This design comes from an exercise in tuning for small area on the open sky130 flow, not from production work.
Function was checked by simulation only, so behaviour that the tests miss may differ from the original.
Power and IR drop assume default switching activity.

## config.mk

```make
export PLATFORM = sky130hd
export DESIGN_NAME = decode_stage_hz
export DESIGN_NICKNAME = decode_stage_hz
export VERILOG_FILES = /design/flow/design.v
export SDC_FILE = /design/flow/constraint.sdc
export NUM_CORES = 4
export LEC_CHECK = 0
export CAP_MARGIN = 10
export CORE_MARGIN = 2
export CORE_UTILIZATION = 60
export GPL_TIMING_DRIVEN = 0
export SETUP_SLACK_MARGIN = 0.1
export SLEW_MARGIN = 10
```

## constraint.sdc

```tcl
create_clock -name core_clock -period 5.0 [get_ports {clk}]
set_input_delay 1.0000 -clock core_clock [delete_from_list [all_inputs] [get_ports {clk}]]
set_output_delay 1.0000 -clock core_clock [all_outputs]
set_load 0.01 [all_outputs]
```

## design.v

```verilog
module decode_stage_hz #(
  parameter int unsigned XLEN  = 32,
  parameter int unsigned NREGS = 32
) (
  input  logic            clk,
  input  logic            rst_n,
  input  logic            ifidValid,
  input  logic [31:0]     ifidInst,
  input  logic [31:0]     ifidPc,
  input  logic            flush,
  input  logic            regWriteEnable,
  input  logic [4:0]      writeReg,
  input  logic [XLEN-1:0] writeData,
  output logic            stall,
  output logic            idexValid,
  output logic [31:0]     idexPc,
  output logic [XLEN-1:0] idexData1,
  output logic [XLEN-1:0] idexData2,
  output logic [4:0]      idexRs1,
  output logic [4:0]      idexRs2,
  output logic [4:0]      idexRd,
  output logic [6:0]      idexFunc7,
  output logic [2:0]      idexFunc3,
  output logic [XLEN-1:0] idexImm,
  output logic [2:0]      idexExCtrl,
  output logic [2:0]      idexMemCtrl,
  output logic [1:0]      idexWbCtrl
);
  localparam logic [6:0] OpR     = 7'b0110011;
  localparam logic [6:0] OpIAlu  = 7'b0010011;
  localparam logic [6:0] OpLoad  = 7'b0000011;
  localparam logic [6:0] OpStore = 7'b0100011;
  localparam logic [6:0] OpBr    = 7'b1100011;
  localparam logic [6:0] OpJal   = 7'b1101111;
  localparam logic [6:0] OpJalr  = 7'b1100111;
  localparam logic [6:0] OpLui   = 7'b0110111;
  localparam logic [6:0] OpAuipc = 7'b0010111;
  localparam logic [3:0] ClNone  = 4'd0;
  localparam logic [3:0] ClR     = 4'd1;
  localparam logic [3:0] ClIAlu  = 4'd2;
  localparam logic [3:0] ClLoad  = 4'd3;
  localparam logic [3:0] ClStore = 4'd4;
  localparam logic [3:0] ClBr    = 4'd5;
  localparam logic [3:0] ClJal   = 4'd6;
  localparam logic [3:0] ClJalr  = 4'd7;
  localparam logic [3:0] ClU     = 4'd8;
  logic [6:0] opcode;
  logic [4:0] rs1, rs2;
  assign opcode = ifidInst[6:0];
  assign rs1    = ifidInst[19:15];
  assign rs2    = ifidInst[24:20];
  logic        v_q, keep_q;
  logic [31:0] pc_r;
  logic [24:0] ins_r;    
  logic [3:0]  cl_r;
  logic [31:0] pc_q;
  logic [24:0] ins_q;
  logic [3:0]  cl_q;
  assign pc_q  = pc_r & {32{keep_q}};
  assign ins_q = ins_r & {25{keep_q}};
  assign cl_q  = cl_r;
  logic [31:1][XLEN-1:0] rf_q;
  logic [31:1]           wr_q;
  logic [31:1]           we;
  for (genvar g = 1; g < 32; g++) begin : g_rf
    assign we[g] = regWriteEnable && (writeReg == g);
    always_ff @(posedge clk) begin
      if (we[g]) rf_q[g] <= writeData;
    end
    always_ff @(posedge clk or negedge rst_n) begin
      if (!rst_n)     wr_q[g] <= 1'b0;
      else if (we[g]) wr_q[g] <= 1'b1;
    end
  end
  logic [3:0] lo1, lo2;
  logic [7:0] hi1, hi2;
  always_comb begin
    for (int j = 0; j < 4; j++) begin
      lo1[j] = (ins_q[9:8] == j);
      lo2[j] = (ins_q[14:13] == j);
    end
    for (int j = 0; j < 8; j++) begin
      hi1[j] = (ins_q[12:10] == j);
      hi2[j] = (ins_q[17:15] == j);
    end
  end
  logic [31:1] en1, en2;
  always_comb begin
    for (int i = 1; i < 32; i++) begin
      en1[i] = lo1[i % 4] & hi1[i / 4] & wr_q[i];
      en2[i] = lo2[i % 4] & hi2[i / 4] & wr_q[i];
    end
  end
  logic [10:0][XLEN-1:0] g1, g2;
  always_comb begin
    for (int k = 0; k < 10; k++) begin
      g1[k] = ~(({XLEN{en1[3*k+1]}} & rf_q[3*k+1]) |
                ({XLEN{en1[3*k+2]}} & rf_q[3*k+2]) |
                ({XLEN{en1[3*k+3]}} & rf_q[3*k+3]));
      g2[k] = ~(({XLEN{en2[3*k+1]}} & rf_q[3*k+1]) |
                ({XLEN{en2[3*k+2]}} & rf_q[3*k+2]) |
                ({XLEN{en2[3*k+3]}} & rf_q[3*k+3]));
    end
    g1[10] = ~({XLEN{en1[31]}} & rf_q[31]);
    g2[10] = ~({XLEN{en2[31]}} & rf_q[31]);
  end
  assign idexData1 = ~(g1[0] & g1[1] & g1[2] & g1[3]) | ~(g1[4] & g1[5] & g1[6] & g1[7]) |
                     ~(g1[8] & g1[9] & g1[10]);
  assign idexData2 = ~(g2[0] & g2[1] & g2[2] & g2[3]) | ~(g2[4] & g2[5] & g2[6] & g2[7]) |
                     ~(g2[8] & g2[9] & g2[10]);
  logic [3:0] cl_d;
  always_comb begin
    case (opcode)
      OpR:            cl_d = ClR;
      OpIAlu:         cl_d = ClIAlu;
      OpLoad:         cl_d = ClLoad;
      OpStore:        cl_d = ClStore;
      OpBr:           cl_d = ClBr;
      OpJal:          cl_d = ClJal;
      OpJalr:         cl_d = ClJalr;
      OpLui, OpAuipc: cl_d = ClU;
      default:        cl_d = ClNone;
    endcase
  end
  logic uses_rs2, load_use;
  assign uses_rs2 = (opcode == OpR) || (opcode == OpStore) || (opcode == OpBr);
  assign load_use = ifidValid && v_q && (cl_q == ClLoad) &&
                    (ins_q[4:0] != 5'd0) &&
                    ((ins_q[4:0] == rs1) || ((ins_q[4:0] == rs2) && uses_rs2));
  assign stall = load_use && !flush;
  logic take;
  assign take = !flush && !load_use;
  always_ff @(posedge clk or negedge rst_n) begin
    if (!rst_n) begin
      v_q    <= 1'b0;
      keep_q <= 1'b0;
    end else begin
      v_q    <= take && ifidValid;
      keep_q <= take;
    end
  end
  always_ff @(posedge clk) begin
    pc_r  <= ifidPc;
    ins_r <= ifidInst[31:7];
    cl_r  <= cl_d;
  end
  logic [31:0] inst;
  assign inst = {ins_q, 7'd0};
  logic s;
  assign s = inst[31];
  always_comb begin
    idexExCtrl  = 3'b000;
    idexMemCtrl = 3'b000;
    idexWbCtrl  = 2'b00;
    idexImm     = '0;
    case (cl_q)
      ClR: begin
        idexExCtrl = 3'b010; idexWbCtrl = 2'b10;
      end
      ClIAlu: begin
        idexExCtrl = 3'b110; idexWbCtrl = 2'b10;
        idexImm = {{20{s}}, inst[31:20]};
      end
      ClLoad: begin
        idexExCtrl = 3'b100; idexMemCtrl = 3'b010; idexWbCtrl = 2'b11;
        idexImm = {{20{s}}, inst[31:20]};
      end
      ClStore: begin
        idexExCtrl = 3'b100; idexMemCtrl = 3'b001;
        idexImm = {{20{s}}, inst[31:25], inst[11:7]};
      end
      ClBr: begin
        idexExCtrl = 3'b001; idexMemCtrl = 3'b100;
        idexImm = {{19{s}}, s, inst[7], inst[30:25], inst[11:8], 1'b0};
      end
      ClJal: begin
        idexExCtrl = 3'b111; idexMemCtrl = 3'b100; idexWbCtrl = 2'b10;
        idexImm = {{11{s}}, s, inst[19:12], inst[20], inst[30:21], 1'b0};
      end
      ClJalr: begin
        idexExCtrl = 3'b111; idexMemCtrl = 3'b100; idexWbCtrl = 2'b10;
        idexImm = {{20{s}}, inst[31:20]};
      end
      ClU: begin
        idexExCtrl = 3'b111; idexWbCtrl = 2'b10;
        idexImm = {inst[31:12], 12'b0};
      end
      default: ;
    endcase
    if (!v_q) begin
      idexExCtrl  = 3'b000;
      idexMemCtrl = 3'b000;
      idexWbCtrl  = 2'b00;
    end
  end
  assign idexValid = v_q;
  assign idexPc    = pc_q;
  assign idexFunc7 = ins_q[24:18];
  assign idexRs2   = ins_q[17:13];
  assign idexRs1   = ins_q[12:8];
  assign idexFunc3 = ins_q[7:5];
  assign idexRd    = ins_q[4:0];
endmodule
```

## flow/run.sh

```bash
#!/bin/bash
# Own flow: the standard layout (standard.sh), except that synthesis maps
# the logic with an area-oriented ABC script, port buffers use the smallest
# buffer, the clock tree uses small buffers without dummy loads.
set -euo pipefail
W=$(pwd)
export MY_WORK=$W
export MY_ABC_SCRIPT=$W/flow/area.abc
sed "s#SYNTH_SCRIPT=[^ ]*#SYNTH_SCRIPT=$W/flow/my_synth.tcl#" standard.sh > my_standard.sh
grep -q "SYNTH_SCRIPT=$W/flow/my_synth.tcl" my_standard.sh
export BUFFER_PORTS_ARGS="-buffer_cell sky130_fd_sc_hd__buf_1"
export CTS_ARGS="-sink_clustering_enable -repair_clock_nets -dont_use_dummy_load -buf_list {sky130_fd_sc_hd__clkbuf_8} -sink_clustering_size 18 -sink_clustering_max_diameter 60"
bash my_standard.sh synth > synth.log 2>&1
bash my_standard.sh finish > layout.log 2>&1
```

## flow/area.abc

```
&get -n
&st
&nf -a -R 1000
&put
```

## flow/my_synth.tcl

```tcl
# The standard synthesis (synth_recipe.tcl), with ABC's cell mapping run
# with an area-oriented script instead of ORFS's delay-oriented one.
proc abc {args} {
  set i [lsearch -exact $args -script]
  if { $i >= 0 } { lset args [expr {$i + 1}] $::env(MY_ABC_SCRIPT) }
  set i [lsearch -exact $args -D]
  if { $i >= 0 } { set args [lreplace $args $i [expr {$i + 1}]] }
  yosys abc {*}$args
}
source $::env(MY_WORK)/synth_recipe.tcl
```

## standard.sh

```bash
#!/bin/bash
# synth_recipe.tcl (not shown) runs the flow's synth.tcl, then flattens the netlist and writes it again
# the make line also repeats each setting of config.mk as NAME=value (left out here)
make -C /OpenROAD-flow-scripts/flow DESIGN_CONFIG=/design/flow/config.mk WORK_HOME=/design/flow/orfs CLKGATE_MAP_FILE= SYNTH_SCRIPT=/design/flow/synth_recipe.tcl "${@:-finish}"
```

==> results of run 1 <==
-- cells by family (layout without fill, tap and decap cells) --
logic type             count (synthesis)  count (layout)
AO/OA/AOI/OAI                        724             724
XOR/XNOR                              10              10
buffers and inverters                 17             470
flip-flops                          1086            1086
other                                  0               6
AND/OR/NAND/NOR                      598             598
-- critical path, delay by kind of cell (launching register included) --
kind	cells	cell delay, ps
AND/OR/NAND/NOR	6	1670
buffers and inverters	3	570
flip-flops	1	560
AO/OA/AOI/OAI	1	360
-- sequential cells by signal, summed over array words and instances, names as in the netlist --
signal  cells
rf_q      992
pc_r       32
wr_q       31
ins_r      25
cl_r        4
keep_q      1
v_q         1
-- final cells by class --
| class | instances | area, um2 |
|---|---|---|
| fill | 4670 | 21800 |
| buffer | 3 | 18.77 |
| antenna | 6 | 15.01 |
| inverter | 14 | 70.07 |
| sequential | 1086 | 31840 |
| clock buffer | 75 | 1032 |
| tap | 940 | 1176 |
| timing repair buffer | 378 | 3246 |
| multi-input combinational | 1332 | 10710 |
-- cells in the final DEF, fill, tap and decap left out, types with 8 or more instances in the layout --
cell type,instances
a21oi_1,39
a222oi_1,640
a31oi_1,21
and2_0,50
and3_2,40
and3_4,23
and4_2,15
and4b_2,14
buf_1,238
buf_12,71
buf_16,23
buf_4,13
clkbuf_2,27
clkbuf_8,75
clkinv_1,8
dfrtp_1,32
dfxtp_1,61
edfxtp_1,992
nand2_1,85
nand4_1,192
nor2_1,79
nor2b_1,8
nor3_1,12
nor3_2,10
or2_0,32
xnor2_1,8
-- path summary, 6_finish.rpt --
| check | slack, ps | from | end | cells past startpoint |
|---|---|---|---|---|
| min in group core_clock | 350 | ifidInst[9] | ins_r[2] | 1 |
| max reg2reg | 2810 | keep_q | v_q | 8 |
| min | 340 | rst_n | wr_q[27] | 1 |
| max | 80 | keep_q | idexData2[22] | 10 |
| max in group asynchronous | 4000 | rst_n | keep_q | 1 |
| min reg2reg | 520 | wr_q[4] | wr_q[4] | 1 |
-- where the power goes --
group / internal (mW) / switching (mW) / total (mW)
registers: 10.1 / 0.105 / 10.2
clock network: 1.35 / 2.68 / 4.04
logic: 0.321 / 0.837 / 1.16
-- routing by layer --
metal,vias up,wire length (um)
li1,12510,-
met1,15880,50410
met2,3171,66980
met3,541,27530
met4,4,7341
met5,-,28
-- stage by stage --
step | setup TNS (ps) | cells
final | 0 | 3834
after global routing | 0 | 3829
after CTS | 0 | 3821
after detailed placement | 0 | 3743
after global placement | -86570 | 3643
after floorplan | 0 | 2435
-- what timing repair did --
item / 4_1_cts / 5_1_grt
pin swaps: 2 / 7
gates resized for setup: 34 / 28
setup endpoints to repair: 64 / 53
endpoints found under the hold margin: 0 / 0
setup buffers: 3 / 7
cloned: 0 / 0
==> results by group, run 1 <==
Final layout
  • P&R area growth vs syn: 13.78%
  • Post-layout net count: 2996
  • Cell area after layout: 0.04811 mm2
  • Post-layout utilization of the core: 68.82%
  • Fraction of layout cells with a size suffix above 1: 11.98%

Route
  • Initial DRC Count: 9473
  • DRC: 0
  • Remaining antenna violation count: 0
  • Post-DR vias/cell: 8.375
  • Via total after detailed routing: 32110
  • Wire length per cell after detailed routing: 39.72 um
  • Number of optimization iterations in the first detailed-route pass: 14
  • Total detailed-routing wirelength: 152300 um

Global routing
  • Number of antenna violations at the first check in global routing: 8
  • Global-route wire length before repair: 213300 um
  • Pin count of the biggest net entering global routing: 34
  • Highest-utilization routing layer at the global route stage: met2
  • Global routing usage on met3: 16.73%
  • GR met2 Demand/Resource: 60.27%
  • Remaining Overflow, GRT: 0
  • M1 GR Usage: 53.34%
  • GRT Overall Usage: 40.93%
  • Number of global-route vias before repair: 31440

STA
  • Minimum period implied by the final worst setup slack: 4922 ps
  • Unrepaired setup endpoints after global routing: true
  • Max Transition Viols Final: 0
  • Fmax achieved: 203.2 MHz
  • Max transition margin: 26.81%
  • Count of final hold-check violations: 0
  • Worst setup margin: 77.82 ps
  • Min Hold Slack: 344.4 ps
  • Clock tree skew after final layout: 22.31 ps
  • Final setup violation count: 0
  • Post-route clock period utilization: 98.44%
  • Measured slew at the worst slew-check pin: 1097 ps

Synthesis
  • Post-synthesis instance total: 2435
  • Synthesized-area fraction occupied by ao, oa, aoi and oai cells: 16.36%
  • Post-synthesis sequential area ratio: 75.29%
  • Fraction of synthesis flops using an asynchronous set or reset pin: 3.039%
  • Dominant cell type by area after synthesis: edfxtp_1
  • Post-synthesis share of cell area spent on xor and xnor gates: 0.2071%
  • Number of enable-type register cells in the synthesized netlist: 992
  • Count of distinct cell types in the synthesized netlist: 42
  • Most numerous cell types in the synthesized netlist: edfxtp_1, a222oi_1, nand4_1, nand2_1, nor2_1
  • Syn nets: 2541
  • Fraction of the mapped netlist area in simple logic gates: 7.972%
  • Flip-flop and latch count after synthesis: 1086
  • Ranking of synthesized cells by area: edfxtp_1, a222oi_1, dfxtp_1
  • Post-synthesis mux area share: 0%
  • Prevailing post-synth register cell: edfxtp_1
  • Netlist area before placement: 0.04228 mm2
  • Synthesized-area fraction occupied by adder cells: 0%
  • Yosys warnings: 1
  • Combinational family with the most area after synthesis: compound AO/OA/AOI/OAI gates
  • Most frequently used cell type in the post-synthesis netlist: edfxtp_1
  • Area share of the largest cell type after synthesis: 70.45%
  • Avg Inst Size Synth: 17.36 um2

Setup path
  • Top fanout value on the critical path: 26
  • Chain of cells forming the critical path: nand2_1 > clkinv_1 > nor2_4 > and3_2 > buf_12 > a222oi_1 > nand4_1 > nor2_1 > nand4_1 > buf_1
  • Worst endpoint required time: 4000 ps
  • Category of the critical setup timing path: reg -> out
  • Category of the worst setup path capture point: output port
  • Type of element launching the critical path: flop
  • Crit path max-delay cell type: dfrtp_4
  • Data arrival time of the critical path: 3920 ps
  • Top cell by count, worst path: nand4_1
  • Largest stage delay on the critical path: 560 ps

Pwr
  • Leak: 14.61 nW
  • Total Power Consumption: 15.38 mW
  • Power Density: 319.6 mW/mm2
  • Worst vdd rail ir drop: 294.4 uV

Floorplan
  • I/O pin count: 269
  • Standard cell core area: 0.06991 mm2
  • Number of placement rows: 97
  • Overall die width: 269.5 um
  • DIE HEIGHT: 269.5 um
  • Area enclosed by the die boundary: 0.07261 mm2
  • Initial standard-cell utilization of the core: 60.48%

Placement
  • Count of port buffers added during placement: 268
  • Post-DP Area: 0.04671 mm2
  • Weighted congestion at the end of routability-driven global placement: 0.8978
  • Post-DP HPWL: 96270 um
  • Worst slack after detailed placement: 171.4 ps

CTS
  • Root cell of the clock tree: clkbuf_8
  • Total of hold buffers inserted after clock tree synthesis: 0
  • Clock-pin slew on the worst setup and hold paths: 110 ps
  • Num CTS Buffers: 75
  • Maximum number of buffers from clock root to sink: 3
  • Skew-Pair Late Insertion Delay: 730 ps
  • TritonCTS clock tree: done
  • H-tree Lvls: 3
  • CTS sink count: 1086

Worst hold path
  • Tightest Hold Check Type: in -> async

Flow run
  • Max-cap check violation count: 0

Run status
  • Status: timing/DRC/antenna clean
==> inputs of run 2 (changes only) <==
--- a/config.mk
+++ b/config.mk
@@ -10,3 +10,2 @@
 export CORE_UTILIZATION = 60
-export GPL_TIMING_DRIVEN = 0
 export SETUP_SLACK_MARGIN = 0.1
==> run 2 against run 1 <==
Effect of this change: still clean; maximum frequency down 0.12%; power down 0.32%; sequential cell count unchanged; synthesized cell count unchanged; die area unchanged; largest cell class unchanged; largest power group unchanged; highest routed layer unchanged.
==> results by group, run 2 <==
Run status
  • Status: timing/DRC/antenna clean

STA
  • Max transition margin: 14.95% (-12 points)
  • Count of final hold-check violations: 0 (unchanged)
  • Worst setup margin: 71.77 ps (-6.049 ps)
  • Final-layout setup total negative slack: 0 ps (unchanged)
  • Fmax achieved: 202.9 MHz (-0.12%)
  • Max Transition Viols Final: 0 (unchanged)
  • Minimum period implied by the final worst setup slack: 4928 ps (+6.049 ps)
  • Clock tree skew after final layout: 51.00 ps (+28.69 ps)
  • Unrepaired setup endpoints after global routing: true
  • Final setup violation count: 0 (unchanged)
  • Measured slew at the worst slew-check pin: 1276 ps (+178.5 ps)
  • Post-route clock period utilization: 98.56% (+0.12 points)

Pwr
  • Fraction of power spent switching nets: 23.49% (-0.087 points)
  • Share of power burned in combinational logic: 7.3% (-0.2 points)
  • Worst vdd rail ir drop: 230.3 uV (-22%)
  • Power Density: 327.1 mW/mm2 (+2.3%)
  • Sequential group share of total power: 66.4% (+0.2 points)
  • Total internal power: 11.73 mW (-0.20%)
  • Leak: 14.41 nW (-1.4%)
  • Net Switching: 3.600 mW (-0.69%)
  • Portion of total power attributed to the clock network: 26.3% (about the same)

Final layout
  • Leading cell type in the layout, fill and taps excluded: edfxtp_1
  • Top register by number of flip-flops: rf_q
  • Final Instance Count excl. Fillers: 3861 (+0.70%)
  • Commonest cells after routing, fill and taps aside: edfxtp_1, a222oi_1, buf_1, nand4_1, buf_4
  • Final-layout fill cell count: 4936 (+5.7%)
  • Registers with the most flip-flops: rf_q: 992 flops, pc_r: 32 flops, wr_q: 31 flops
  • Post-layout net count: 3019 (+0.77%)
  • P&R area growth vs syn: 10.82%
  • Fraction of layout cells with a size suffix above 1: 10.27% (-1.7 points)
  • Largest register FFs: 992 (unchanged)

Route
  • Highest metal layer with signal wires: met5
  • DRC: 0 (unchanged)
  • Total length of routed met3 wires: 28240 um (+2.6%)
  • Post-DR vias/cell: 8.369 (about the same)
  • Wire length per cell after detailed routing: 39.97 um (+0.63%)
  • WL met2: 67410 um (+0.64%)
  • Metal1 wirelength: 50830 um (+0.83%)
  • Via total after detailed routing: 32310 (+0.64%)
  • Initial DRC Count: 9915 (+4.7%)
  • Total detailed-routing wirelength: 154300 um (+1.3%)
  • Number of optimization iterations in the first detailed-route pass: 15 (+1)
  • Remaining antenna violation count: 0 (unchanged)

Global routing
  • Remaining Overflow, GRT: 0 (unchanged)
  • Global-route wire length before repair: 214500 um (+0.58%)
  • Number of global-route vias before repair: 31220 (-0.71%)
  • Pin count of the biggest net entering global routing: 48 (+41%)
  • Number of antenna violations at the first check in global routing: 8 (unchanged)
  • GRT Overall Usage: 41.23% (+0.30 points)

Floorplan
  • DIE HEIGHT: 269.5 um (unchanged)
  • Number of placement rows: 97 (unchanged)
  • Standard cell core area: 0.06991 mm2 (unchanged)
  • Initial standard-cell utilization of the core: 60.48% (unchanged)
  • I/O pin count: 269 (unchanged)
  • Area enclosed by the die boundary: 0.07261 mm2 (unchanged)
  • Overall die width: 269.5 um (unchanged)

CTS
  • Skew-Pair Late Insertion Delay: 730 ps (about the same)
  • Clock-pin slew on the worst setup and hold paths: 110 ps (about the same)
  • Root cell of the clock tree: clkbuf_8
  • TritonCTS clock tree: done
  • CTS sink count: 1086 (unchanged)
  • Num CTS Buffers: 75 (unchanged)
  • H-tree Lvls: 3 (unchanged)
  • Total of hold buffers inserted after clock tree synthesis: 0 (unchanged)
  • Maximum number of buffers from clock root to sink: 3 (unchanged)

Synthesis
  • Dominant cell type by area after synthesis: edfxtp_1
  • Synthesized-area fraction occupied by adder cells: 0% (unchanged)
  • Yosys warnings: 1 (unchanged)
  • Flip-flop and latch count after synthesis: 1086 (unchanged)
  • Post-synthesis instance total: 2435 (unchanged)
  • Synthesized-area fraction occupied by ao, oa, aoi and oai cells: 16.36% (unchanged)
  • Combinational family with the most area after synthesis: compound AO/OA/AOI/OAI gates
  • Ranking of synthesized cells by area: edfxtp_1, a222oi_1, dfxtp_1
  • Most frequently used cell type in the post-synthesis netlist: edfxtp_1
  • Most numerous cell types in the synthesized netlist: edfxtp_1, a222oi_1, nand4_1, nand2_1, nor2_1
  • Fraction of synthesis flops using an asynchronous set or reset pin: 3.039% (unchanged)
  • Post-synthesis mux area share: 0% (unchanged)
  • Post-synthesis sequential area ratio: 75.29% (unchanged)
  • Area share of the largest cell type after synthesis: 70.45% (unchanged)
  • Post-synthesis share of cell area spent on xor and xnor gates: 0.2071% (unchanged)
  • Number of enable-type register cells in the synthesized netlist: 992 (unchanged)
  • Netlist area before placement: 0.04228 mm2 (unchanged)
  • Avg Inst Size Synth: 17.36 um2 (unchanged)
  • Syn nets: 2541 (unchanged)
  • Fraction of the mapped netlist area in simple logic gates: 7.972% (unchanged)
  • Prevailing post-synth register cell: edfxtp_1
  • Count of distinct cell types in the synthesized netlist: 42 (unchanged)

Setup path
  • CP startpoint: keep_q
  • Cell depth of the worst flop-to-flop path: 9 (+1)
  • Worst flop-to-flop path endpoint: v_q
  • Type of element launching the critical path: flop
  • Data arrival time of the critical path: 3930 ps (about the same)
  • Category of the critical setup timing path: reg -> out
  • Setup slack, reg-to-reg: 2330 ps (-480 ps)
  • Startpoint of the most critical register-to-register path: keep_q
  • Category of the worst setup path capture point: output port
  • Top fanout value on the critical path: 32 (+23%)
  • Worst endpoint required time: 4000 ps (about the same)

Flow run
  • Max-cap check violation count: 0 (unchanged)

Placement
  • Post-DP HPWL: 87930 um (-8.7%)
  • # placed instances: 3772 (+0.77%)
  • Count of port buffers added during placement: 268 (unchanged)
  • Weighted congestion at the end of routability-driven global placement: 0.9202 (+2.5%)
  • Worst slack after detailed placement: 728.4 ps (+557.0 ps)

Worst hold path
  • Capture endpoint of the worst hold path: ins_r[7]
  • Number of stages on the worst hold path: 1
  • Source of the worst hold timing path: ifidInst[14]
  • Tightest Hold Check Type: in -> reg
## run 2: cell counts after synthesis
Identical to the previous run, type by type.
## run 2: metrics by stage
| stage | util [%] | instance area, um2 | total power, mW | hold slack [ps] |
|---|---|---|---|---|
| 2_1_floorplan | - | 42280 | 10.78 | 449.3 |
| 3_3_place_gp | 65.24 | 45610 | 11.38 | 464.3 |
| 3_5_place_dp | 65.24 | 45610 | 11.41 | 469.3 |
| 4_1_cts | 66.72 | 46640 | 15.23 | 309.6 |
| 5_1_grt | 67.00 | 46840 | 15.67 | 312.4 |
| 6_report | 67.03 | 46860 | 15.33 | 346.5 |
## run 2: worst max-delay path, cell delays in order (launching register included)
cell and delay [ps]:
dfrtp_2 460, clkbuf_2 200, nand2_1 170, inv_2 160, nor2_1 60, buf_4 180, and3_1 190, buf_6 230
a222oi_1 430, nand4_1 450, nor2_2 290, nand4_1 220, buf_1 190
## run 2: routing by layer
layer,vias to the layer above,GRT usage (%)
met2,3359,60.84
met4,4,19.69
met3,574,14.07
met1,15830,55.50
li1,12540,-
met5,-,0
## run 2: timing repair
action                     CTS  global route
pin swaps                    1            15
gates resized for setup      3            48
setup endpoints to repair    7            64
setup buffers                0             4
## run 2: logic make-up after synthesis
| logic type | count (synthesis) |
|---|---|
| flip-flops | 1086 |
| AO/OA/AOI/OAI | 724 |
| AND/OR/NAND/NOR | 598 |
| buffers and inverters | 17 |
| XOR/XNOR | 10 |
## run 2: final cells by class
type	instances	area [um2]	share of cell area, %
sequential	1086	31840	67.95
multi-input combinational	1332	10530	22.46
timing repair buffer	404	2197	4.689
tap	940	1176	2.510
clock buffer	75	1032	2.203
inverter	14	63.81	0.1362
antenna	10	25.02	0.05341
## run 2: power by group through the flow
stage / clock [mW] / sequential (mW) / combinational (mW)
6_report: 4.04 / 10.2 / 1.12
5_1_grt: 4.34 / 10.2 / 1.15
4_1_cts: 4.02 / 10.2 / 1.04
3_5_place_dp: 0 / 10.4 / 1.04
3_3_place_gp: 0 / 10.4 / 1.02
2_1_floorplan: 0 / 10.3 / 0.442
## run 2: worst max path at each step
stage	to	slack (ps)
2_1_floorplan	idexImm[12]	290
3_3_place_gp	idexData1[3]	810
3_5_place_dp	idexData1[3]	730
4_1_cts	idexData2[2]	110
5_1_grt	idexData1[3]	60
6_report	idexData2[1]	70
==> inputs of run 3 (changes only) <==
--- a/config.mk
+++ b/config.mk
@@ -7,3 +7,3 @@
 export LEC_CHECK = 0
-export CAP_MARGIN = 10
+export CAP_MARGIN = 5
 export CORE_MARGIN = 2
@@ -11,2 +11,2 @@
 export SETUP_SLACK_MARGIN = 0.1
-export SLEW_MARGIN = 10
+export SLEW_MARGIN = 5
==> run 3 against run 2 <==
Effect of this change: maximum frequency up 0.36%; setup slack gained 18 ps; die area stayed put; non-clock buffer count is 1 higher; worst hold slack improved by 8.6 ps; sequential cell count stayed put; first-iteration DRC count shrank 6.8%; wire length rose by 0.13%; critical path depth did not move; clock-buffer cell count is the same; synthesized area unchanged; synthesized cell count stayed put; largest cell class unchanged.
==> results by group, run 3 <==
Synthesis
  • Flip-flop and latch count after synthesis: 1086 (unchanged)
  • Dominant cell type by area after synthesis: edfxtp_1
  • Netlist area before placement: 0.04228 mm2 (unchanged)
  • Prevailing post-synth register cell: edfxtp_1
  • Yosys warnings: 1 (unchanged)
  • Ranking of synthesized cells by area: edfxtp_1, a222oi_1, dfxtp_1
  • Most frequently used cell type in the post-synthesis netlist: edfxtp_1
  • Number of enable-type register cells in the synthesized netlist: 992 (unchanged)
  • Count of distinct cell types in the synthesized netlist: 42 (unchanged)
  • Post-synthesis sequential area ratio: 75.29% (unchanged)
  • Avg Inst Size Synth: 17.36 um2 (unchanged)
  • Post-synthesis instance total: 2435 (unchanged)
  • Syn nets: 2541 (unchanged)
  • Fraction of synthesis flops using an asynchronous set or reset pin: 3.039% (unchanged)
  • Most numerous cell types in the synthesized netlist: edfxtp_1, a222oi_1, nand4_1, nand2_1, nor2_1
  • Area share of the largest cell type after synthesis: 70.45% (unchanged)

Pwr
  • Total internal power: 11.73 mW (about the same)
  • Leak: 14.40 nW (about the same)
  • Net Switching: 3.604 mW (+0.13%)
  • Share of power burned in combinational logic: 7.3% (about the same)
  • Worst vdd rail ir drop: 231.6 uV (+0.56%)
  • Fraction of power spent switching nets: 23.51% (about the same)
  • Power Density: 327.2 mW/mm2 (about the same)
  • Portion of total power attributed to the clock network: 26.4% (about the same)
  • Sequential group share of total power: 66.3% (about the same)

Final layout
  • Post-layout utilization of the core: 67.03% (about the same)
  • P&R area growth vs syn: 10.82% (about the same)
  • Commonest cells after routing, fill and taps aside: edfxtp_1, a222oi_1, buf_1, nand4_1, buf_4
  • Cell area after layout: 0.04686 mm2 (about the same)
  • Largest register FFs: 992 (unchanged)
  • Sequential cell area: 0.03184 mm2 (unchanged)
  • Registers with the most flip-flops: rf_q: 992 flops, pc_r: 32 flops, wr_q: 31 flops
  • Fraction of layout cells with a size suffix above 1: 10.16% (-0.11 points)
  • Multi-input combinational cell area: 0.01053 mm2 (unchanged)
  • Top register by number of flip-flops: rf_q
  • Post-layout net count: 3020 (+0.033%)
  • Leading cell type in the layout, fill and taps excluded: edfxtp_1
  • Final-layout fill cell count: 4942 (+0.12%)

STA
  • Final setup violation count: 0 (unchanged)
  • Minimum period implied by the final worst setup slack: 4910 ps (-17.86 ps)
  • Unrepaired setup endpoints after global routing: true
  • Max transition margin: 9.066% (-5.9 points)
  • Max Transition Viols Final: 0 (unchanged)
  • Final-layout setup total negative slack: 0 ps (unchanged)
  • Post-route clock period utilization: 98.21% (-0.36 points)
  • Fmax achieved: 203.7 MHz (+0.36%)
  • Count of final hold-check violations: 0 (unchanged)
  • Clock tree skew after final layout: 45.28 ps (-5.722 ps)
  • Measured slew at the worst slew-check pin: 1364 ps (+88.30 ps)

Placement
  • Count of port buffers added during placement: 268 (unchanged)
  • Post-DP Area: 0.04561 mm2 (unchanged)
  • Post-DP HPWL: 87930 um (unchanged)
  • Weighted congestion at the end of routability-driven global placement: 0.9202 (unchanged)

Run status
  • Status: timing/DRC/antenna clean

Route
  • DRC: 0 (unchanged)
  • Remaining antenna violation count: 0 (unchanged)
  • Post-DR vias/cell: 8.334 (-0.42%)
  • Total detailed-routing wirelength: 154500 um (+0.13%)
  • Number of optimization iterations in the first detailed-route pass: 14 (-1)
  • Via total after detailed routing: 32170 (-0.45%)
  • Initial DRC Count: 9241 (-6.8%)
  • Wire length per cell after detailed routing: 40.04 um (+0.16%)

Worst hold path
  • Tightest Hold Check Type: in -> reg

Floorplan
  • DIE HEIGHT: 269.5 um (unchanged)
  • Number of placement rows: 97 (unchanged)
  • Initial standard-cell utilization of the core: 60.48% (unchanged)
  • Area enclosed by the die boundary: 0.07261 mm2 (unchanged)
  • Overall die width: 269.5 um (unchanged)
  • I/O pin count: 269 (unchanged)
  • Standard cell core area: 0.06991 mm2 (unchanged)

Global routing
  • Remaining Overflow, GRT: 0 (unchanged)
  • GRT Overall Usage: 41.23% (unchanged)
  • Pin count of the biggest net entering global routing: 48 (unchanged)
  • Global-route wire length before repair: 214500 um (unchanged)
  • Number of global-route vias before repair: 31220 (unchanged)
  • Number of antenna violations at the first check in global routing: 9 (+1)

CTS
  • Root cell of the clock tree: clkbuf_8
  • CTS sink count: 1086 (unchanged)
  • Clock-pin slew on the worst setup and hold paths: 100 ps (about the same)
  • Maximum number of buffers from clock root to sink: 3 (unchanged)
  • Num CTS Buffers: 75 (unchanged)
  • Total of hold buffers inserted after clock tree synthesis: 0 (unchanged)
  • H-tree Lvls: 3 (unchanged)
  • TritonCTS clock tree: done
  • Skew-Pair Late Insertion Delay: 730 ps (about the same)

Setup path
  • Worst endpoint required time: 4000 ps (about the same)
  • Worst path buffer plus inverter count: 5 (unchanged)
  • Type of element launching the critical path: flop
  • Crit path max-delay cell type: dfrtp_2
  • Crit-path leading delay family: simple AND/OR/NAND/NOR gates
  • Largest stage delay on the critical path: 460 ps (about the same)
  • Top fanout value on the critical path: 32 (unchanged)
  • Category of the critical setup timing path: reg -> out
  • Chain of cells forming the critical path: clkbuf_2 > nand2_1 > inv_2 > nor2_1 > buf_4 > and3_1 > buf_12 > a222oi_1 > nand4_1 > nor2_1 > nand4_1 > buf_1
  • Data arrival time of the critical path: 3910 ps (-20 ps)
  • Category of the worst setup path capture point: output port

Flow run
  • Max-cap check violation count: 0 (unchanged)
run 3: cell counts after synthesis:
Identical to the previous run, type by type.
run 3: final cells by class:
class	instances	share of cell area [%]
Sequential cell	1086	67.94
Multi-Input combinational cell	1332	22.46
Timing Repair Buffer	405	4.702
Tap cell	940	2.510
Clock buffer	75	2.203
Inverter	14	0.1362
Antenna cell	8	0.04272
run 3: final timing paths:
path | startpoint | endpoint | slack, ps | depth (start not counted)
max in group asynchronous | rst_n | keep_q | 3880 | 1
min in group asynchronous | rst_n | wr_q[23] | 400 | 1
max reg2reg | keep_q | v_q | 2310 | 9
min | ifidPc[1] | pc_r[1] | 360 | 1
min reg2reg | wr_q[26] | wr_q[26] | 500 | 1
max | keep_q | idexData2[29] | 90 | 12
run 3: metal layers:
| metal | GRT usage, % | wire [um] | vias up |
|---|---|---|---|
| met2 | 60.84 | 67260 | 3276 |
| li1 | - | - | 12540 |
| met1 | 55.50 | 51130 | 15770 |
| met4 | 19.69 | 8109 | 4 |
| met5 | 0 | 25 | - |
| met3 | 14.07 | 28020 | 578 |
run 3: through the flow:
stage	instances	total power [mW]	setup WS, ps	hold WS [ps]
2_1_floorplan	2435	10.78	288.9	449.3
3_3_place_gp	3772	11.38	813.0	464.3
3_5_place_dp	3772	11.41	728.4	469.3
4_1_cts	3847	15.23	108.3	309.6
5_1_grt	3856	15.67	59.53	312.4
6_report	3860	15.33	89.63	355.1
run 3: cells by family (layout without fill, tap and decap cells):
kind of cell | after synthesis | count (layout) | share of synthesized area [%]
AND/OR/NAND/NOR | 598 | 598 | 7.972
buffers and inverters | 17 | 494 | 0.1687
other | 0 | 8 | 0
AO/OA/AOI/OAI | 724 | 724 | 16.36
XOR/XNOR | 10 | 10 | 0.2072
flip-flops | 1086 | 1086 | 75.29
run 3: repair_timing:
item | in CTS | in global routing
gates cloned | 0 | 0
pin swaps | 1 | 15
resized for setup | 3 | 48
setup endpoints to repair | 7 | 64
setup buffers | 0 | 4
run 3: worst reg2reg max path, cell delays in order (launching register included):
cell and delay, ps:
dfrtp_2 460, clkbuf_2 210, buf_4 390, nand2_1 290, xnor2_1 190, nor4_1 310
a32oi_1 180, a211oi_1 310, nor2_1 100, and2_0 170
run 3: power by group through the flow:
| stage | Clock, mW | Combinational [mW] | Sequential (mW) |
|---|---|---|---|
| detailed placement | 0 | 1.04 | 10.4 |
| floorplan | 0 | 0.442 | 10.3 |
| finish | 4.04 | 1.12 | 10.2 |
| CTS | 4.02 | 1.04 | 10.2 |
| global placement | 0 | 1.02 | 10.4 |
| global route | 4.34 | 1.15 | 10.2 |
==> inputs of run 4 (changes only) <==
--- a/design.v
+++ b/design.v
@@ -78,8 +78,8 @@
     for (int j = 0; j < 4; j++) begin
-      lo1[j] = (ins_q[9:8] == j);
-      lo2[j] = (ins_q[14:13] == j);
+      lo1[j] = (ins_r[9:8] == j);
+      lo2[j] = (ins_r[14:13] == j);
     end
     for (int j = 0; j < 8; j++) begin
-      hi1[j] = (ins_q[12:10] == j);
-      hi2[j] = (ins_q[17:15] == j);
+      hi1[j] = (ins_r[12:10] == j) & keep_q;
+      hi2[j] = (ins_r[17:15] == j) & keep_q;
     end
--- a/config.mk
+++ b/config.mk
@@ -7,6 +7,6 @@
 export LEC_CHECK = 0
-export CAP_MARGIN = 5
+export CAP_MARGIN = 10
 export CORE_MARGIN = 2
 export CORE_UTILIZATION = 60
-export SETUP_SLACK_MARGIN = 0.1
-export SLEW_MARGIN = 5
+export SETUP_SLACK_MARGIN = 0.05
+export SLEW_MARGIN = 10
==> run 4 against run 3 <==
Effect of this change: still clean; cell area shrank 0.53%; sequential power is essentially flat; synthesized area increased by 0.20%; non-clock buffer count down 17; clock skew decreased by 33 ps; highest routed layer unchanged.
==> results by group, run 4 <==
CTS
  • Root cell of the clock tree: clkbuf_8
  • CTS sink count: 1086 (unchanged)
  • Skew-Pair Late Insertion Delay: 720 ps (about the same)
  • Clock-pin slew on the worst setup and hold paths: 100 ps (about the same)
  • Post-CTS Setup Repair Bufs: 0 (unchanged)
  • H-tree Lvls: 3 (unchanged)
  • TritonCTS clock tree: done
  • Num CTS Buffers: 74 (-1.3%)
  • Maximum number of buffers from clock root to sink: 3 (unchanged)

Floorplan
  • I/O pin count: 269 (unchanged)
  • Initial standard-cell utilization of the core: 60.50% (about the same)
  • Overall die width: 269.7 um (about the same)
  • Number of placement rows: 97 (unchanged)
  • Standard cell core area: 0.07003 mm2 (+0.17%)
  • DIE HEIGHT: 269.7 um (about the same)
  • Area enclosed by the die boundary: 0.07275 mm2 (+0.20%)

Worst hold path
  • Number of stages on the worst hold path: 1 (unchanged)
  • Tightest Hold Check Type: in -> reg

Final layout
  • Top register by number of flip-flops: rf_q
  • P&R area growth vs syn: 10.02%
  • Multi-input combinational cell area: 0.01057 mm2 (+0.42%)
  • Commonest cells after routing, fill and taps aside: edfxtp_1, a222oi_1, buf_1, nand4_1, buf_4
  • Registers with the most flip-flops: rf_q: 992 flops, pc_r: 32 flops, wr_q: 31 flops
  • Leading cell type in the layout, fill and taps excluded: edfxtp_1
  • Cell area after layout: 0.04661 mm2 (-0.53%)
  • Post-layout net count: 2993 (-0.89%)
  • Final-layout fill cell count: 4918 (-0.49%)
  • Sequential cell area: 0.03184 mm2 (unchanged)
  • Largest register FFs: 992 (unchanged)
  • Fraction of layout cells with a size suffix above 1: 9.151% (-1.0 points)

STA
  • Fmax achieved: 203.5 MHz (about the same)
  • Measured slew at the worst slew-check pin: 1365 ps (+0.7265 ps)
  • Minimum period implied by the final worst setup slack: 4913 ps (+2.577 ps)
  • Final-layout setup total negative slack: 0 ps (unchanged)
  • Max Transition Viols Final: 0 (unchanged)
  • Clock tree skew after final layout: 12.12 ps (-33.16 ps)
  • Final setup violation count: 0 (unchanged)
  • Count of final hold-check violations: 0 (unchanged)
  • Post-route clock period utilization: 98.26% (about the same)
  • Unrepaired setup endpoints after global routing: false
  • Max transition margin: 9.018% (-0.048 points)

Placement
  • Count of port buffers added during placement: 268 (unchanged)
  • Post-DP Area: 0.04553 mm2 (-0.16%)
  • Weighted congestion at the end of routability-driven global placement: 0.8845 (-3.9%)
  • Post-DP HPWL: 91540 um (+4.1%)

Setup path
  • Crit path max-delay cell type: dfrtp_2
  • CP startpoint: keep_q
  • Chain of cells forming the critical path: buf_4 > nor4bb_2 > and3_1 > buf_4 > a222oi_1 > nand4_1 > nor2_1 > nand4_1 > buf_1
  • Category of the worst setup path capture point: output port
  • Setup slack, reg-to-reg: 2380 ps (+70 ps)
  • Largest stage delay on the critical path: 600 ps (+140 ps)
  • Cell depth of the worst flop-to-flop path: 8 (-1)
  • Top fanout value on the critical path: 32 (unchanged)
  • Type of element launching the critical path: flop
  • Number of gates on the worst path with buffers counted: 9 (-3)
  • Data arrival time of the critical path: 3910 ps (about the same)
  • Startpoint of the most critical register-to-register path: keep_q
  • Crit-path leading delay family: buffers and inverters
  • Worst endpoint required time: 4000 ps (about the same)
  • Worst path buffer plus inverter count: 3 (-2)
  • Last element of the critical path: idexData2[25]
  • Worst flop-to-flop path endpoint: v_q
  • Category of the critical setup timing path: reg -> out

Synthesis
  • Number of enable-type register cells in the synthesized netlist: 992 (unchanged)
  • Synthesized-area fraction occupied by ao, oa, aoi and oai cells: 16.35% (about the same)
  • Prevailing post-synth register cell: edfxtp_1
  • Yosys warnings: 1 (unchanged)
  • Most numerous cell types in the synthesized netlist: edfxtp_1, a222oi_1, nand4_1, nor2_1, nand2_1
  • Netlist area before placement: 0.04237 mm2 (+0.20%)
  • Area share of the largest cell type after synthesis: 70.31% (-0.14 points)
  • Post-synthesis sequential area ratio: 75.14% (-0.15 points)
  • Fraction of synthesis flops using an asynchronous set or reset pin: 3.039% (unchanged)
  • Post-synthesis mux area share: 0% (unchanged)
  • Ranking of synthesized cells by area: edfxtp_1, a222oi_1, dfxtp_1
  • Post-synthesis instance total: 2426 (-0.37%)
  • Flip-flop and latch count after synthesis: 1086 (unchanged)
  • Post-synthesis share of cell area spent on xor and xnor gates: 0.2067% (-0.00041 points)
  • Most frequently used cell type in the post-synthesis netlist: edfxtp_1
  • Avg Inst Size Synth: 17.46 um2 (+0.57%)
  • Fraction of the mapped netlist area in simple logic gates: 8.210% (+0.24 points)
  • Syn nets: 2532 (-0.35%)
  • Combinational family with the most area after synthesis: compound AO/OA/AOI/OAI gates
  • Count of distinct cell types in the synthesized netlist: 42 (unchanged)
  • Dominant cell type by area after synthesis: edfxtp_1
  • Synthesized-area fraction occupied by adder cells: 0% (unchanged)

Global routing
  • Remaining Overflow, GRT: 0 (unchanged)
  • Number of antenna violations at the first check in global routing: 4 (-5)
  • GRT Overall Usage: 42.79% (+1.6 points)
  • Number of global-route vias before repair: 31810 (+1.9%)
  • Global-route wire length before repair: 221300 um (+3.2%)
  • Pin count of the biggest net entering global routing: 34 (-29%)

Route
  • Total detailed-routing wirelength: 159900 um (+3.4%)
  • Via total after detailed routing: 32780 (+1.9%)
  • DRC: 0 (unchanged)
  • Wire length per cell after detailed routing: 41.75 um (+4.3%)
  • Remaining antenna violation count: 0 (unchanged)
  • Initial DRC Count: 9764 (+5.7%)
  • Post-DR vias/cell: 8.560 (+2.7%)
  • Number of optimization iterations in the first detailed-route pass: 17 (+3)

Flow run
  • Max-cap check violation count: 0 (unchanged)

Pwr
  • Worst vdd rail ir drop: 259.7 uV (+12%)
  • Total Power Consumption: 15.03 mW (-1.9%)
  • Power Density: 322.6 mW/mm2 (-1.4%)
  • Leak: 14.38 nW (-0.14%)

Run status
  • Status: timing/DRC/antenna clean
## run 4: worst min-delay path by stage
stage / startpoint / end
detailed placement: wr_q[31] / wr_q[31]
global route: ifidPc[13] / pc_r[13]
floorplan: wr_q[10] / wr_q[10]
finish: ifidPc[13] / pc_r[13]
CTS: ifidPc[13] / pc_r[13]
global placement: wr_q[12] / wr_q[12]
## run 4: timing repair
action,4_1_cts,5_1_grt
setup endpoints to repair,0,16
resized for setup,0,3
hold buffers,0,0
## run 4: kinds of logic (layout without fill, tap and decap cells)
| family | after synthesis | count (layout) |
|---|---|---|
| AOI/OAI and AO/OA | 724 | 724 |
| buffers and inverters | 8 | 467 |
| xor gates and xnor gates | 10 | 10 |
| other | 0 | 4 |
| DFF | 1086 | 1086 |
| and+or+nand+nor | 598 | 598 |
## run 4: per-layer routing
metal | wire [um] | global-route usage [%] | vias to the layer above
li1 | - | - | 12490
met1 | 52250 | 56.52 | 15970
met2 | 69870 | 63.20 | 3616
met3 | 28480 | 14.77 | 699
met4 | 9219 | 22.47 | 6
met5 | 47 | 0.2632 | -
## run 4: final cells by class
type,count,share of cell area [%]
Antenna cell,4,0.02148
Clock buffer,74,2.185
Inverter,5,0.04027
Multi-Input combinational cell,1332,22.68
Sequential cell,1086,68.31
Tap cell,940,2.523
Timing Repair Buffer,388,4.249
## run 4: through the flow
stage	util (%)	hold slack, ps	setup slack (ps)	instances
after floorplan	-	449.3	288.9	2426
after global placement	65.02	465.1	985.1	3750
after detailed placement	65.02	470.1	909.0	3750
after CTS	66.47	324.4	117.1	3824
after global routing	66.55	332.8	50.77	3826
final	66.56	366.0	87.05	3829
## run 4: power by group
part,internal (mW),switching (mW)
Combinational,0.219,0.607
Clock,1.34,2.69
Sequential,10.1,0.102
==> inputs of run 5 (changes only) <==
--- a/config.mk
+++ b/config.mk
@@ -9,3 +9,3 @@
 export CORE_MARGIN = 2
-export CORE_UTILIZATION = 60
+export CORE_UTILIZATION = 64
 export SETUP_SLACK_MARGIN = 0.05
==> run 5 against run 4 <==
Effect of this change: synthesized area is the same; sequential cell count is the same; non-clock buffer count grew 10; wire length shrank 2.6%; clock skew grew 13 ps; sequential share of layout area grew 0.18 points; clock-buffer cell count shrank 2; core utilization grew 4.3 points; setup slack gained 130 ps; die area shrank 6.2%; combinational power grew 5.8%.
==> results by group, run 5 <==
Run status
  • Status: timing/DRC/antenna clean

Setup path
  • Worst flop-to-flop path endpoint: v_q
  • Category of the worst setup path capture point: output port
  • Top cell by count, worst path: nand4_1
  • Crit path max-delay cell type: and3_1
  • Largest stage delay on the critical path: 540 ps (-60 ps)
  • Startpoint of the most critical register-to-register path: keep_q
  • Worst endpoint required time: 4000 ps (about the same)
  • Setup slack, reg-to-reg: 2340 ps (-40 ps)
  • Data arrival time of the critical path: 3790 ps (-120 ps)
  • Category of the critical setup timing path: reg -> out
  • Top fanout value on the critical path: 18 (-44%)
  • Chain of cells forming the critical path: and4b_1 > and3_1 > buf_4 > a222oi_1 > nand4_1 > nor2_1 > nand4_1 > buf_1
  • CP startpoint: keep_q
  • Cell depth of the worst flop-to-flop path: 8 (unchanged)
  • Type of element launching the critical path: flop

Route
  • Number of optimization iterations in the first detailed-route pass: 29 (+12)
  • Total detailed-routing wirelength: 155800 um (-2.6%)
  • Initial DRC Count: 10230 (+4.8%)
  • Via total after detailed routing: 32480 (-0.90%)
  • DRC: 0 (unchanged)
  • Wire length per cell after detailed routing: 41.38 um (-0.88%)
  • Remaining antenna violation count: 0 (unchanged)
  • Post-DR vias/cell: 8.630 (+0.81%)

Pwr
  • Worst vdd rail ir drop: 257.2 uV (-0.98%)
  • Power Density: 323.3 mW/mm2 (+0.24%)
  • Leak: 14.36 nW (-0.13%)

Synthesis
  • Fraction of the mapped netlist area in simple logic gates: 8.210% (unchanged)
  • Ranking of synthesized cells by area: edfxtp_1, a222oi_1, dfxtp_1
  • Most numerous cell types in the synthesized netlist: edfxtp_1, a222oi_1, nand4_1, nor2_1, nand2_1
  • Most frequently used cell type in the post-synthesis netlist: edfxtp_1
  • Yosys warnings: 1 (unchanged)
  • Combinational family with the most area after synthesis: compound AO/OA/AOI/OAI gates
  • Syn nets: 2532 (unchanged)
  • Area share of the largest cell type after synthesis: 70.31% (unchanged)
  • Post-synthesis mux area share: 0% (unchanged)
  • Post-synthesis instance total: 2426 (unchanged)
  • Post-synthesis sequential area ratio: 75.14% (unchanged)
  • Fraction of synthesis flops using an asynchronous set or reset pin: 3.039% (unchanged)
  • Post-synthesis share of cell area spent on xor and xnor gates: 0.2067% (unchanged)
  • Synthesized-area fraction occupied by ao, oa, aoi and oai cells: 16.35% (unchanged)
  • Count of distinct cell types in the synthesized netlist: 42 (unchanged)
  • Prevailing post-synth register cell: edfxtp_1
  • Dominant cell type by area after synthesis: edfxtp_1
  • Netlist area before placement: 0.04237 mm2 (unchanged)
  • Synthesized-area fraction occupied by adder cells: 0% (unchanged)
  • Number of enable-type register cells in the synthesized netlist: 992 (unchanged)
  • Flip-flop and latch count after synthesis: 1086 (unchanged)
  • Avg Inst Size Synth: 17.46 um2 (unchanged)

Floorplan
  • Initial standard-cell utilization of the core: 64.55% (+4.1 points)
  • Area enclosed by the die boundary: 0.06827 mm2 (-6.2%)
  • Number of placement rows: 94 (-3.1%)
  • Standard cell core area: 0.06563 mm2 (-6.3%)
  • DIE HEIGHT: 261.3 um (-3.1%)
  • Overall die width: 261.3 um (-3.1%)
  • I/O pin count: 269 (unchanged)

STA
  • Final-layout setup total negative slack: 0 ps (unchanged)
  • Final setup violation count: 0 (unchanged)
  • Count of final hold-check violations: 0 (unchanged)
  • Max Transition Viols Final: 0 (unchanged)
  • Minimum period implied by the final worst setup slack: 4788 ps (-125.4 ps)
  • Post-route clock period utilization: 95.75% (-2.5 points)
  • Max transition margin: 7.574% (-1.4 points)
  • Unrepaired setup endpoints after global routing: false
  • Measured slew at the worst slew-check pin: 1386 ps (+21.66 ps)
  • Clock tree skew after final layout: 25.17 ps (+13.05 ps)
  • Fmax achieved: 208.9 MHz (+2.6%)

CTS
  • Clock-pin slew on the worst setup and hold paths: 100 ps (about the same)
  • CTS sink count: 1086 (unchanged)
  • H-tree Lvls: 3 (unchanged)
  • Root cell of the clock tree: clkbuf_8
  • Maximum number of buffers from clock root to sink: 3 (unchanged)
  • Post-CTS Setup Repair Bufs: 0 (unchanged)
  • Skew-Pair Late Insertion Delay: 680 ps (-40 ps)
  • Num CTS Buffers: 72 (-2.7%)
  • TritonCTS clock tree: done
  • Total of hold buffers inserted after clock tree synthesis: 0 (unchanged)

Flow run
  • Max-cap check violation count: 0 (unchanged)

Final layout
  • P&R area growth vs syn: 9.722%
  • Post-layout net count: 3001 (+0.27%)
  • Commonest cells after routing, fill and taps aside: edfxtp_1, a222oi_1, buf_1, nand4_1, buf_4
  • Largest register FFs: 992 (unchanged)
  • Final-layout fill cell count: 4267 (-13%)
  • Registers with the most flip-flops: rf_q: 992 flops, pc_r: 32 flops, wr_q: 31 flops
  • Top register by number of flip-flops: rf_q
  • Fraction of layout cells with a size suffix above 1: 8.538% (-0.61 points)
  • Leading cell type in the layout, fill and taps excluded: edfxtp_1
  • Final Instance Count excl. Fillers: 3764 (-1.7%)

Placement
  • Count of port buffers added during placement: 268 (unchanged)
  • Post-DP HPWL: 89240 um (-2.5%)
  • # placed instances: 3685 (-1.7%)
  • Weighted congestion at the end of routability-driven global placement: 0.9118 (+3.1%)

Worst hold path
  • Source of the worst hold timing path: ifidPc[13]
  • Tightest Hold Check Type: in -> reg
  • Number of stages on the worst hold path: 1 (unchanged)
  • Capture endpoint of the worst hold path: pc_r[13]

Global routing
  • GRT Overall Usage: 44.87% (+2.1 points)
  • Global-route wire length before repair: 214500 um (-3.1%)
  • Remaining Overflow, GRT: 0 (unchanged)
  • Number of antenna violations at the first check in global routing: 12 (+8)
  • Number of global-route vias before repair: 31110 (-2.2%)
  • Pin count of the biggest net entering global routing: 58 (+71%)
==> run 5: changes by cell type in the layout (fill, tap and decap cells not counted), sizes merged <==
cell,before,now
clkbuf,93,78
buf,369,392
diode,4,7
==> run 5: critical path: cells and delay by family (launching register included) <==
kind                   cells  cell delay, ps
buffers and inverters      2             600
AND/OR/NAND/NOR            5            1610
AO/OA/AOI/OAI              1             400
flip-flops                 1             490
==> run 5: routing by layer <==
metal	global-route usage, %	vias to the layer above	part of all wire (%)	wire [um]
met4	24.07	8	6.2	9667
met1	58.02	15730	31	49060
met3	18.59	720	19	29520
li1	-	12520	-	-
met5	0	-	0.060	93
met2	65.31	3512	43	67420
==> run 5: final cells by class <==
class	instances	area, um2	share of cell area (%)
diodes	7	17.52	0.03768
clock buffers	72	991.0	2.132
repair buffers	398	1991	4.282
flip-flops and latches	1086	31840	68.49
well taps	864	1081	2.326
multi-input cells	1332	10550	22.69
inverters	5	18.77	0.04037
==> run 5: kinds of logic after synthesis <==
kind of cell / after synthesis
DFF: 1086
xor gates and xnor gates: 10
buffers and inverters: 8
AOI/OAI and AO/OA: 724
and+or+nand+nor: 598
==> run 5: metrics by stage <==
stage          hold WS (ps)  instance area, um2  util, %  total power [mW]  setup WS [ps]
5_1_grt               387.6               46480    70.82             15.33          146.2
4_1_cts               363.1               46460    70.79             14.93          163.9
6_report              379.9               46480    70.83             15.03          212.4
3_5_place_dp          476.4               45470    69.28             11.20          869.4
3_3_place_gp          464.7               45470    69.28             11.16          966.2
2_1_floorplan         449.3               42370        -             10.67          288.9
==> run 5: where the power goes <==
| group | internal (mW) | switching (mW) | total, mW |
|---|---|---|---|
| sequential | 10.1 | 0.0988 | 10.2 |
| combinational | 0.226 | 0.648 | 0.874 |
| clock | 1.30 | 2.68 | 3.98 |
==> run 5: how the worst max path moves through the flow <==
| stage | slack, ps | cells past startpoint | to |
|---|---|---|---|
| after floorplan | 290 | 3 | idexImm[12] |
| after global placement | 970 | 8 | idexData1[2] |
| after detailed placement | 870 | 8 | idexData2[12] |
| after CTS | 160 | 8 | idexData2[12] |
| after global routing | 150 | 8 | idexData2[21] |
| final | 210 | 8 | idexData2[26] |
==> run 5: timing repair <==
action | 4_1_cts | 5_1_grt
endpoints found under the setup margin | 0 | 20
hold endpoints to repair | 0 | 0
gates resized for setup | 0 | 2
==> inputs of run 6 (changes only) <==
--- a/flow/run.sh
+++ b/flow/run.sh
@@ -11,3 +11,3 @@
 export BUFFER_PORTS_ARGS="-buffer_cell sky130_fd_sc_hd__buf_1"
-export CTS_ARGS="-sink_clustering_enable -repair_clock_nets -dont_use_dummy_load -buf_list {sky130_fd_sc_hd__clkbuf_8} -sink_clustering_size 18 -sink_clustering_max_diameter 60"
+export CTS_ARGS="-sink_clustering_enable -repair_clock_nets -dont_use_dummy_load -buf_list {sky130_fd_sc_hd__clkbuf_8} -sink_clustering_size 18 -sink_clustering_max_diameter 80"
 bash my_standard.sh synth > synth.log 2>&1
--- a/config.mk
+++ b/config.mk
@@ -9,3 +9,3 @@
 export CORE_MARGIN = 2
-export CORE_UTILIZATION = 64
+export CORE_UTILIZATION = 60
 export SETUP_SLACK_MARGIN = 0.05
==> run 6 against run 5 <==
Effect of this change: final cell count increased by 1.6%; global-route usage decreased by 2.0 points; sequential cell count unchanged; still clean on timing, DRC and antenna; combinational power decreased by 5.7%; critical path type unchanged.
==> results by group, run 6 <==
Flow run
  • Max-cap check violation count: 0 (unchanged)

Route
  • Initial DRC Count: 10430 (+1.9%)
  • Wire length per cell after detailed routing: 41.80 um (+1.0%)
  • Total detailed-routing wirelength: 159800 um (+2.6%)
  • Remaining antenna violation count: 0 (unchanged)
  • DRC: 0 (unchanged)
  • Number of optimization iterations in the first detailed-route pass: 17 (-41%)
  • Via total after detailed routing: 32730 (+0.77%)
  • Post-DR vias/cell: 8.560 (-0.81%)

Synthesis
  • Number of enable-type register cells in the synthesized netlist: 992 (unchanged)
  • Most numerous cell types in the synthesized netlist: edfxtp_1, a222oi_1, nand4_1, nor2_1, nand2_1
  • Count of distinct cell types in the synthesized netlist: 42 (unchanged)
  • Ranking of synthesized cells by area: edfxtp_1, a222oi_1, dfxtp_1
  • Most frequently used cell type in the post-synthesis netlist: edfxtp_1
  • Post-synthesis sequential area ratio: 75.14% (unchanged)
  • Dominant cell type by area after synthesis: edfxtp_1
  • Netlist area before placement: 0.04237 mm2 (unchanged)
  • Flip-flop and latch count after synthesis: 1086 (unchanged)
  • Fraction of synthesis flops using an asynchronous set or reset pin: 3.039% (unchanged)
  • Yosys warnings: 1 (unchanged)
  • Avg Inst Size Synth: 17.46 um2 (unchanged)
  • Prevailing post-synth register cell: edfxtp_1
  • Post-synthesis instance total: 2426 (unchanged)
  • Area share of the largest cell type after synthesis: 70.31% (unchanged)
  • Syn nets: 2532 (unchanged)

Floorplan
  • Overall die width: 269.7 um (+3.2%)
  • I/O pin count: 269 (unchanged)
  • Area enclosed by the die boundary: 0.07275 mm2 (+6.6%)
  • Initial standard-cell utilization of the core: 60.50% (-4.1 points)
  • DIE HEIGHT: 269.7 um (+3.2%)
  • Number of placement rows: 97 (+3.2%)
  • Standard cell core area: 0.07003 mm2 (+6.7%)

STA
  • Max transition margin: 8.065% (+0.49 points)
  • Unrepaired setup endpoints after global routing: false
  • Max Transition Viols Final: 0 (unchanged)
  • Final setup violation count: 0 (unchanged)
  • Clock tree skew after final layout: 12.13 ps (-13.04 ps)
  • Measured slew at the worst slew-check pin: 1379 ps (-7.366 ps)
  • Count of final hold-check violations: 0 (unchanged)
  • Post-route clock period utilization: 98.35% (+2.6 points)
  • Minimum period implied by the final worst setup slack: 4917 ps (+129.8 ps)
  • Fmax achieved: 203.4 MHz (-2.6%)
  • Final-layout setup total negative slack: 0 ps (unchanged)

Placement
  • Post-DP Area: 0.04553 mm2 (+0.14%)
  • Weighted congestion at the end of routability-driven global placement: 0.8845 (-3.0%)
  • Count of port buffers added during placement: 268 (unchanged)
  • Post-DP HPWL: 91540 um (+2.6%)

Final layout
  • Leading cell type in the layout, fill and taps excluded: edfxtp_1
  • Fraction of layout cells with a size suffix above 1: 9.025% (+0.49 points)
  • Largest register FFs: 992 (unchanged)
  • Top register by number of flip-flops: rf_q
  • Commonest cells after routing, fill and taps aside: edfxtp_1, a222oi_1, buf_1, nand4_1, buf_4
  • P&R area growth vs syn: 9.882%
  • Registers with the most flip-flops: rf_q: 992 flops, pc_r: 32 flops, wr_q: 31 flops
  • Final-layout fill cell count: 4924 (+15%)
  • Post-layout net count: 2989 (-0.40%)
  • Post-layout utilization of the core: 66.48% (-4.4 points)
  • Cell area after layout: 0.04655 mm2 (+0.15%)

CTS
  • H-tree Lvls: 3 (unchanged)
  • Skew-Pair Late Insertion Delay: 720 ps (+40 ps)
  • TritonCTS clock tree: done
  • Clock-pin slew on the worst setup and hold paths: 110 ps (about the same)
  • Post-CTS Setup Repair Bufs: 0 (unchanged)
  • Maximum number of buffers from clock root to sink: 3 (unchanged)
  • Root cell of the clock tree: clkbuf_8
  • Num CTS Buffers: 70 (-2.8%)
  • CTS sink count: 1086 (unchanged)

Setup path
  • Data arrival time of the critical path: 3920 ps (+130 ps)
  • Worst endpoint required time: 4000 ps (about the same)
  • Type of element launching the critical path: flop
  • Startpoint of the most critical register-to-register path: keep_q
  • Cell depth of the worst flop-to-flop path: 8 (unchanged)
  • Setup slack, reg-to-reg: 2410 ps (+70 ps)
  • Category of the critical setup timing path: reg -> out
  • Top fanout value on the critical path: 15 (-3)
  • Category of the worst setup path capture point: output port
  • Worst flop-to-flop path endpoint: v_q

Pwr
  • Leak: 14.35 nW (about the same)
  • Worst vdd rail ir drop: 249.7 uV (-2.9%)
  • Total Power Consumption: 14.95 mW (-0.56%)
  • Power Density: 321.1 mW/mm2 (-0.71%)

Worst hold path
  • Number of stages on the worst hold path: 1 (unchanged)
  • Tightest Hold Check Type: in -> reg
  • Source of the worst hold timing path: ifidPc[26]
  • Capture endpoint of the worst hold path: pc_r[26]

Global routing
  • Highest-utilization routing layer at the global route stage: met2
  • Global routing usage on met3: 13.10% (-5.5 points)
  • Number of antenna violations at the first check in global routing: 5 (-7)
  • Number of global-route vias before repair: 31750 (+2.0%)
  • Global-route wire length before repair: 221700 um (+3.4%)
  • GR met2 Demand/Resource: 63.31% (-2.0 points)
  • GRT Overall Usage: 42.83% (-2.0 points)
  • Pin count of the biggest net entering global routing: 34 (-41%)
  • Remaining Overflow, GRT: 0 (unchanged)
  • M1 GR Usage: 57.50% (-0.52 points)

Run status
  • Status: timing/DRC/antenna clean
-- run 6: cell counts after synthesis --
No cell type changed its count.
-- run 6: repair_timing --
item | in CTS | in global routing
resized for setup | 0 | 3
endpoints found under the setup margin | 0 | 16
hold buffers | 0 | 0
-- run 6: cells by family after synthesis --
kind of cell | count (synthesis) | share of synthesized area [%]
AOI/OAI and AO/OA | 724 | 16.35
xor gates and xnor gates | 10 | 0.2067
buffers and inverters | 8 | 0.08859
DFF | 1086 | 75.14
and+or+nand+nor | 598 | 8.210
-- run 6: how the worst max path moves through the flow --
| stage | slack, ps | endpoint | depth (start not counted) | startpoint |
|---|---|---|---|---|
| floorplan | 290 | idexImm[12] | 3 | cl_r[1] |
| global placement | 990 | idexData2[26] | 8 | keep_q |
| detailed placement | 910 | idexData2[26] | 9 | keep_q |
| CTS | 110 | idexData2[26] | 9 | keep_q |
| global route | 50 | idexData1[31] | 8 | ins_r[9] |
| finish | 80 | idexData1[15] | 8 | ins_r[9] |
-- run 6: layout make-up --
| cell class | instances | area, um2 | share of cell area (%) |
|---|---|---|---|
| Sequential cell | 1086 | 31840 | 68.39 |
| Multi-Input combinational cell | 1332 | 10570 | 22.70 |
| Timing Repair Buffer | 388 | 1981 | 4.255 |
| Tap cell | 940 | 1176 | 2.526 |
| Clock buffer | 70 | 963.4 | 2.070 |
| Inverter | 5 | 18.77 | 0.04032 |
| Antenna cell | 3 | 7.507 | 0.01613 |
-- run 6: critical path, stage by stage (launching register included) --
cell and delay [ps]:
dfxtp_1 400, and2_0 500, and3_1 1180, buf_4 340, a222oi_1 110, nand4_1 150, nor2_1 90, nand4_1 130
buf_1 280
-- run 6: per-stage QoR --
step	hold slack, ps	worst slack [ps]	std cells
after CTS	318.3	113.8	3820
after global routing	340.7	50.61	3822
after global placement	465.1	985.1	3750
after floorplan	449.3	288.9	2426
final	361.2	82.65	3824
after detailed placement	470.1	909.0	3750
-- run 6: metal layers --
| metal | up-vias | wire (um) |
|---|---|---|
| li1 | 12480 | - |
| met1 | 15860 | 51890 |
| met2 | 3671 | 69510 |
| met3 | 719 | 28590 |
| met4 | 8 | 9649 |
| met5 | - | 198 |
-- run 6: where the power goes --
| part | internal [mW] | switching [mW] |
|---|---|---|
| clock | 1.27 | 2.67 |
| sequential | 10.1 | 0.103 |
| combinational | 0.219 | 0.605 |
| total | 11.6 | 3.38 |

[port drivers added, routing unchanged]
How much do the figures lean on ideal ports? The routed layouts below were timed once more, with nothing changed but the port constraints.
Step 1 sets driving cells, clkbuf_16 on the clock port and buf_2 on the other inputs (assumed; they add their load-dependent delay and slew).
Step 2 times the ports against the registers' clock, not the clock port: input delays grow and output delays shrink by t, the midpoint of the rising clock arrivals with the driver on.
Slacks: ideal ports / drivers / drivers and shift; pairs: ideal ports / drivers.
| run | t, ns | setup slack, ns | clock arrival spread, ns | pins driven straight from the clock port |
|---|---|---|---|---|
| run 1 | 0.760 | 0.078 / 0.010 / 0.770 | 0.092 / 0.092 | 1 |
| run 2 | 0.780 | 0.072 / 0.004 / 0.783 | 0.060 / 0.059 | 1 |
| run 3 | 0.778 | 0.090 / 0.022 / 0.800 | 0.061 / 0.061 | 1 |
| run 4 | 0.760 | 0.087 / 0.025 / 0.785 | 0.062 / 0.061 | 1 |
| run 5 | 0.750 | 0.212 / 0.150 / 0.900 | 0.078 / 0.078 | 1 |
| run 6 | 0.766 | 0.083 / 0.021 / 0.787 | 0.057 / 0.057 | 1 |
After both steps every run listed still meets setup and hold.
